This is an optimization exercise on Yosys and OpenROAD, whose aim is small area, a short achievable clock period and few clock cycles per item, not a production implementation. Function was checked by simulation only, so behaviour that the tests miss may differ from the original. Power is estimated from default activity; no workload was simulated.

## rgb_to_yuv_encoder
module rgb_to_yuv_encoder
#(
  parameter int NUM_GROUPS = 19200
) (
  input  logic        CLOCK_50_I,
  input  logic        reset,
  input  logic        enable,
  input  logic [15:0] SRAM_read_data,
  output logic [17:0] SRAM_address,
  output logic [15:0] SRAM_write_data,
  output logic        SRAM_we_n,
  output logic        done
);
Size in the first run: about 1600 cells after synthesis, ~240 flip-flops, roughly 55 I/O pins.
clock: 12.0 ns
lec_check: 0
cap_margin: 20
core_margin: 2
core_utilization: 40
slew_margin: 20
run.sh (not shown) runs the stock make flow with config.mk's settings and CLKGATE_MAP_FILE= SYNTH_SCRIPT=/design/flow/synth_recipe.tcl, a recipe that flattens the netlist after the stock synthesis.
Testbench counts at the start, summed over its fixed seeds: cycles 1,536,100, frames 8.
Change:
==> flow/flow/run.sh (new file) <==
#!/bin/bash
# The standard layout (standard synthesis, floorplan, placement, CTS, routing) with the
# resizer's setup-repair target tightened: repair_timing aims for this much positive slack
# against the unchanged 12 ns constraint, so it sizes and buffers the critical paths.
# The SDC, clock period, I/O delays and every other setting stay the standard flow's.
set -uo pipefail
bash standard.sh SETUP_SLACK_MARGIN=8.3 finish > standard.log 2>&1
==> flow/standard.sh (new file) <==
#!/bin/bash
# synth_recipe.tcl (not shown) runs the flow's synth.tcl, then flattens the netlist and writes it again
# the make line also repeats each setting of config.mk as NAME=value (left out here)
make -C /OpenROAD-flow-scripts/flow DESIGN_CONFIG=/design/flow/config.mk WORK_HOME=/design/flow/orfs CLKGATE_MAP_FILE= SYNTH_SCRIPT=/design/flow/synth_recipe.tcl "${@:-finish}"
removed: flow/run.sh
Result: Utilization is higher by 3.7 points; combinational power is higher by about 5%; non-clock buffer count is higher by 95; critical path depth increases by 5; area after synthesis stays the same; worst hold slack barely changes; synthesized cell count is unchanged.

---

rgb_to_yuv_encoder, a different RTL version from the one above (not shown whole).
For scale: about 15000 sq um of cells after synthesis.
export LEC_CHECK = 0
export CAP_MARGIN = 20
export CORE_MARGIN = 2
export CORE_UTILIZATION = 40
export CTS_CLUSTER_DIAMETER = 120
export CTS_CLUSTER_SIZE = 24
export PLACE_DENSITY = 0.75
export SLEW_MARGIN = 20
create_clock -name core_clock -period 12.0 [get_ports {CLOCK_50_I}]
standard.sh (not shown) runs the stock make flow with config.mk's settings and CLKGATE_MAP_FILE= SYNTH_SCRIPT=/design/flow/synth_recipe.tcl, a recipe that flattens the netlist after the stock synthesis.
==> flow/flow/run.sh <==
#!/bin/bash
# The standard layout (standard synthesis, floorplan, placement, CTS, routing) with the
# resizer's setup-repair target tightened: repair_timing aims for this much positive slack
# against the unchanged 12 ns constraint, so it sizes and buffers the critical paths.
# The SDC, clock period, I/O delays and every other setting stay the standard flow's.
set -uo pipefail
bash standard.sh SETUP_SLACK_MARGIN=8.5 finish > standard.log 2>&1
The baseline completed with no timing, DRC or antenna violations.
Testbench counts at the start, summed over its fixed seeds: cycles 1,536,068, frames 8.
Change:
--- a/flow/flow/run.sh
+++ b/flow/flow/run.sh
@@ -7 +7 @@
-bash standard.sh SETUP_SLACK_MARGIN=8.5 finish > standard.log 2>&1
+bash standard.sh SETUP_SLACK_MARGIN=8.6 finish > standard.log 2>&1
CORE_UTILIZATION = 65   (was 40)
PLACE_DENSITY = not set   (was 0.75)
Outcome: The changed run finished clean; wire length rises by 4.7%; die area goes down by 38%; setup slack is better by 11 ps; design area rose by about 0.6%; first-iteration DRC count came out higher by 41%; non-clock buffer count rises by 20; clock skew is about the same; via count climbs by about 1.6%; power came out higher by 3.2%; clock power went up by about 5.3%; sequential power is about the same.

---

Setup of build 18:
rgb_to_yuv_encoder, a different RTL version from the one above (not shown whole).
For scale: ~1,900 cells after synthesis.
export LEC_CHECK = 0
export CAP_MARGIN = 20
export CORE_MARGIN = 2
export CORE_UTILIZATION = 40
export SLEW_MARGIN = 20
create_clock -name core_clock -period 12.0 [get_ports {CLOCK_50_I}]
==> flow/flow/run.sh <==
#!/bin/bash
# The standard layout (standard synthesis, floorplan, placement, CTS, routing) with the
# resizer's setup-repair target tightened: repair_timing aims for this much positive slack
# against the unchanged 12 ns constraint, so it sizes and buffers the critical paths.
# The SDC, clock period, I/O delays and every other setting stay the standard flow's.
set -uo pipefail
bash standard.sh SETUP_SLACK_MARGIN=8.6 ABC_AREA=1 finish > standard.log 2>&1
Having completed the whole flow, build 18 delivered a layout that passed the timing, design-rule and antenna checks.
Testbench counts of build 18, summed over its fixed seeds: cycles 1,536,100, frames 8.
diff inputs: build 18 => build 70
-- flow/flow/run.sh --
<<< build 18, line 6
set -uo pipefail
bash standard.sh SETUP_SLACK_MARGIN=8.6 ABC_AREA=1 finish > standard.log 2>&1
>>> build 70, line 6
set -uo pipefail
bash standard.sh SETUP_SLACK_MARGIN=8.4 finish > standard.log 2>&1
## What came out
Overall power (higher): build 70
The worst-case hold slack of build 70 was superior to that of build 18.
Run comparison: build 18 endpoint of the worst setup timing path SRAM_write_data[9]; build 70 endpoint of the worst setup timing path SRAM_write_data[0]
Of the two candidates, build 18 has the worse final non-filler cell area and build 70 the better one.
Share of cell area taken by multi-input logic gates up 0.84 points in build 70 wrt build 18
On relative max-transition margin: between build 70 and build 18, it ends up higher for build 18.
Taking build 18 as the reference point, the area of the die of build 70 falls by about 3.5%.
When build 70 is measured against build 18, its synthesized netlist net count turns out 331 lower.
Build 70 vs. build 18: met1 track demand over resource in global routing decreased 0.30 points, area fraction in compound gates after synthesis moved up, transition time at the pin with the least slew margin increased 110 ps, maximum operating frequency decreased about 2.3%.
--- input diff build 70..build 29 ---
-- flow/flow/run.sh --
<<< build 70, line 6
set -uo pipefail
bash standard.sh SETUP_SLACK_MARGIN=8.4 finish > standard.log 2>&1
>>> build 29, line 6
set -uo pipefail
bash standard.sh SETUP_SLACK_MARGIN=8.6 finish > standard.log 2>&1
==> run summary <==
Build 29 has completed all stages; timing, DRC and antenna checks passed. Build 70 completed every stage of the flow, and the final layout passed the timing, design-rule and antenna checks. Min fraction of area in non-clock buffers across build 29 and build 70: build 70. When build 29 is measured against build 70, its sequential share of layout area turns out 0.45 points lower. Compared to build 70, build 29 shows a wider setup margin. Total clock buffers created by CTS (higher): build 70.
Relative to build 29, the following input files were edited for build 36:
-- flow/flow/run.sh --
<<< build 29, line 6
set -uo pipefail
bash standard.sh SETUP_SLACK_MARGIN=8.6 finish > standard.log 2>&1
>>> build 36, line 6
set -uo pipefail
bash standard.sh SETUP_SLACK_MARGIN=8.6 CTS_CLUSTER_SIZE=30 CTS_CLUSTER_DIAMETER=150 finish > standard.log 2>&1
Results
Multi-input combinational area share (build 36 over build 29): increase, 1.9 points. Changes observed in build 36 relative to build 29: core utilization lower; final worst slack now sits higher; non-clock buffer total of the final layout now sits lower; setup fix buffers added after clock tree synthesis now larger. Routed wire length (higher): build 29. Total number of sequential cells came out exactly the same in build 36 and build 29. Lower maximum achievable frequency among build 36 and build 29: build 29. Looking only at power share of the combinational group, and setting everything else aside, the lower value of build 36 and build 29 goes to build 29.
[inputs] build 1 vs build 36
-- flow/flow/run.sh --
<<< build 36, line 6
set -uo pipefail
bash standard.sh SETUP_SLACK_MARGIN=8.6 CTS_CLUSTER_SIZE=30 CTS_CLUSTER_DIAMETER=150 finish > standard.log 2>&1
>>> build 1, line 6
set -uo pipefail
bash standard.sh SETUP_SLACK_MARGIN=8.8 finish > standard.log 2>&1
Relative to build 36, the fraction of standard cell area in multi-input logic of build 1 is lower by 2.4 points.
Fraction of layout instances using a drive strength above 1 (higher): build 1
Build 1 did not stop at any stage, and its layout met the timing, design-rule and antenna checks.
Having completed the whole flow, build 36 delivered a layout that passed the timing, design-rule and antenna checks.
As far as count of hold buffers inserted by post-cts repair goes, build 36 and build 1 are indistinguishable; the numbers are identical.
Build 1 vs build 36: first-pass GRT wire length up
[compare] base=build 36 new=build 1: global-route usage rose 0.77 points, hold slack up 15 ps, clock insertion delay at the later pin of the skew report moved up.

---

Another version of the RTL of rgb_to_yuv_encoder (not shown whole).
Size in the first run: about 0.015 sq mm of cells after synthesis.
Design rgb_to_yuv_encoder, start of the top module:
module rgb_to_yuv_encoder
#(
  parameter int NUM_GROUPS = 19200
) (
  input  logic        CLOCK_50_I,
  input  logic        reset,
  input  logic        enable,
  input  logic [15:0] SRAM_read_data,
  output logic [17:0] SRAM_address,
  output logic [15:0] SRAM_write_data,
  output logic        SRAM_we_n,
  output logic        done
);
Settings: LEC_CHECK=0, CAP_MARGIN=20, CORE_MARGIN=2, CORE_UTILIZATION=40, CTS_CLUSTER_DIAMETER=90, CTS_CLUSTER_SIZE=18, SLEW_MARGIN=20; clock period 12.0 ns.
==> flow/flow/run.sh <==
#!/bin/bash
# The standard layout (standard synthesis, floorplan, placement, CTS, routing) with the
# resizer's setup-repair target tightened: repair_timing aims for this much positive slack
# against the unchanged 12 ns constraint, so it sizes and buffers the critical paths.
# The SDC, clock period, I/O delays and every other setting stay the standard flow's.
set -uo pipefail
bash standard.sh SETUP_SLACK_MARGIN=8.5 finish > standard.log 2>&1
The starting point went through all stages and came out clean.
Testbench counts at the start, summed over its fixed seeds: cycles 1,536,068, frames 8.
Change:
CORE_UTILIZATION = 32   (was 40)
CTS_CLUSTER_DIAMETER = 120   (was 90)
CTS_CLUSTER_SIZE = 24   (was 18)
Via count went down by 0.50%.
Routed wire length went up by about 0.7%.
Setup slack gets worse by 0.011 ns.
Design area went up by about 1%.
Area after synthesis does not change.
Global-route usage went down by 3.8 points.
Sequential share of layout area went down by 0.31 points.
Clock power went down by about 5%.
First-iteration DRC count went down by 4.6%.
Utilization went down by 8.5 points.
Change:
CORE_UTILIZATION = 40   (was 32)
CTS_CLUSTER_DIAMETER = 140   (was 120)
CTS_CLUSTER_SIZE = 28   (was 24)
- The changed run finished clean
- hold slack gets worse by 0.015 ns
- design area shrinks by about 1.3%
- worst setup slack gets better by 0.012 ns
- synthesized area is unchanged
- fmax rises by about 0.35%
- sequential power is about the same
- routed wire length shrinks by about 0.9%
- global-route usage is higher by 3.8 points
Change:
==> flow/run.sh (new file) <==
#!/bin/bash
# synth_recipe.tcl (not shown) runs the flow's synth.tcl, then flattens the netlist and writes it again
# the make line also repeats each setting of config.mk as NAME=value (left out here)
make -C /OpenROAD-flow-scripts/flow DESIGN_CONFIG=/design/flow/config.mk WORK_HOME=/design/flow/orfs CLKGATE_MAP_FILE= SYNTH_SCRIPT=/design/flow/synth_recipe.tcl finish
CTS_CLUSTER_DIAMETER = 120   (was 140)
CTS_CLUSTER_SIZE = 24   (was 28)
removed: flow/flow/run.sh
removed: flow/standard.sh
Result:
- via count fell slightly
- wire length fell slightly
- hold slack improves by 0.015 ns
- clock-buffer cell count rose by 2
- cell count is about the same
- critical path depth is unchanged
- fmax fell by a little under a tenth
- power barely changes
- global-route usage is about the same
- final area fell slightly

==> what the ideal ports hide <==
The flow's constraints put no driver on any port. The routed layouts listed below were extracted and timed again, unchanged, in two steps.
Step 1 sets driving cells, clkbuf_16 on the clock port and buf_2 on the other inputs (assumed; they add their load-dependent delay and slew).
Step 2 times the ports against the registers' clock, not the clock port: input delays grow and output delays shrink by t, the midpoint of the rising clock arrivals with the driver on.
Slacks: ideal ports / drivers / drivers and shift; pairs: ideal ports / drivers.
run | t, ns | setup slack, ns | worst setup path after step 2 | worst slew at a driven data input, ns
the first run of note 1 | 0.611 | 6.938 / 6.938 / 6.938 | register to register | 0.03
the second run of note 1 | 0.607 | 8.098 / 8.098 / 7.874 | input to register | 0.06
the first run of note 2 | 0.521 | 8.496 / 8.445 / 8.486 | input to register | 0.03
the second run of note 2 | 0.520 | 8.507 / 8.459 / 8.493 | input to register | 0.05
build 18 | 0.603 | 8.526 / 8.474 / 8.659 | input to register | 0.03
build 70 | 0.606 | 8.444 / 8.389 / 8.498 | register to register | 0.04
build 29 | 0.599 | 8.540 / 8.484 / 8.598 | register to register | 0.04
build 36 | 0.535 | 8.572 / 8.518 / 8.605 | register to register | 0.04
build 1 | 0.604 | 8.553 / 8.497 / 8.638 | register to register | 0.04
the first run of note 4 | 0.542 | 8.544 / 8.493 / 8.496 | input to register | 0.03
the second run of note 4 | 0.540 | 8.534 / 8.480 / 8.476 | input to register | 0.03
the third run of note 4 | 0.536 | 8.546 / 8.494 / 8.483 | input to register | 0.03
the fourth run of note 4 | 0.542 | 8.208 / 8.155 / 8.254 | register to register | 0.03
After both steps setup and hold are still met in every run listed. For the second run of note 1, which loses most, drivers alone change the setup slack by 0.000 ns; drivers and shift together by -0.224 ns.
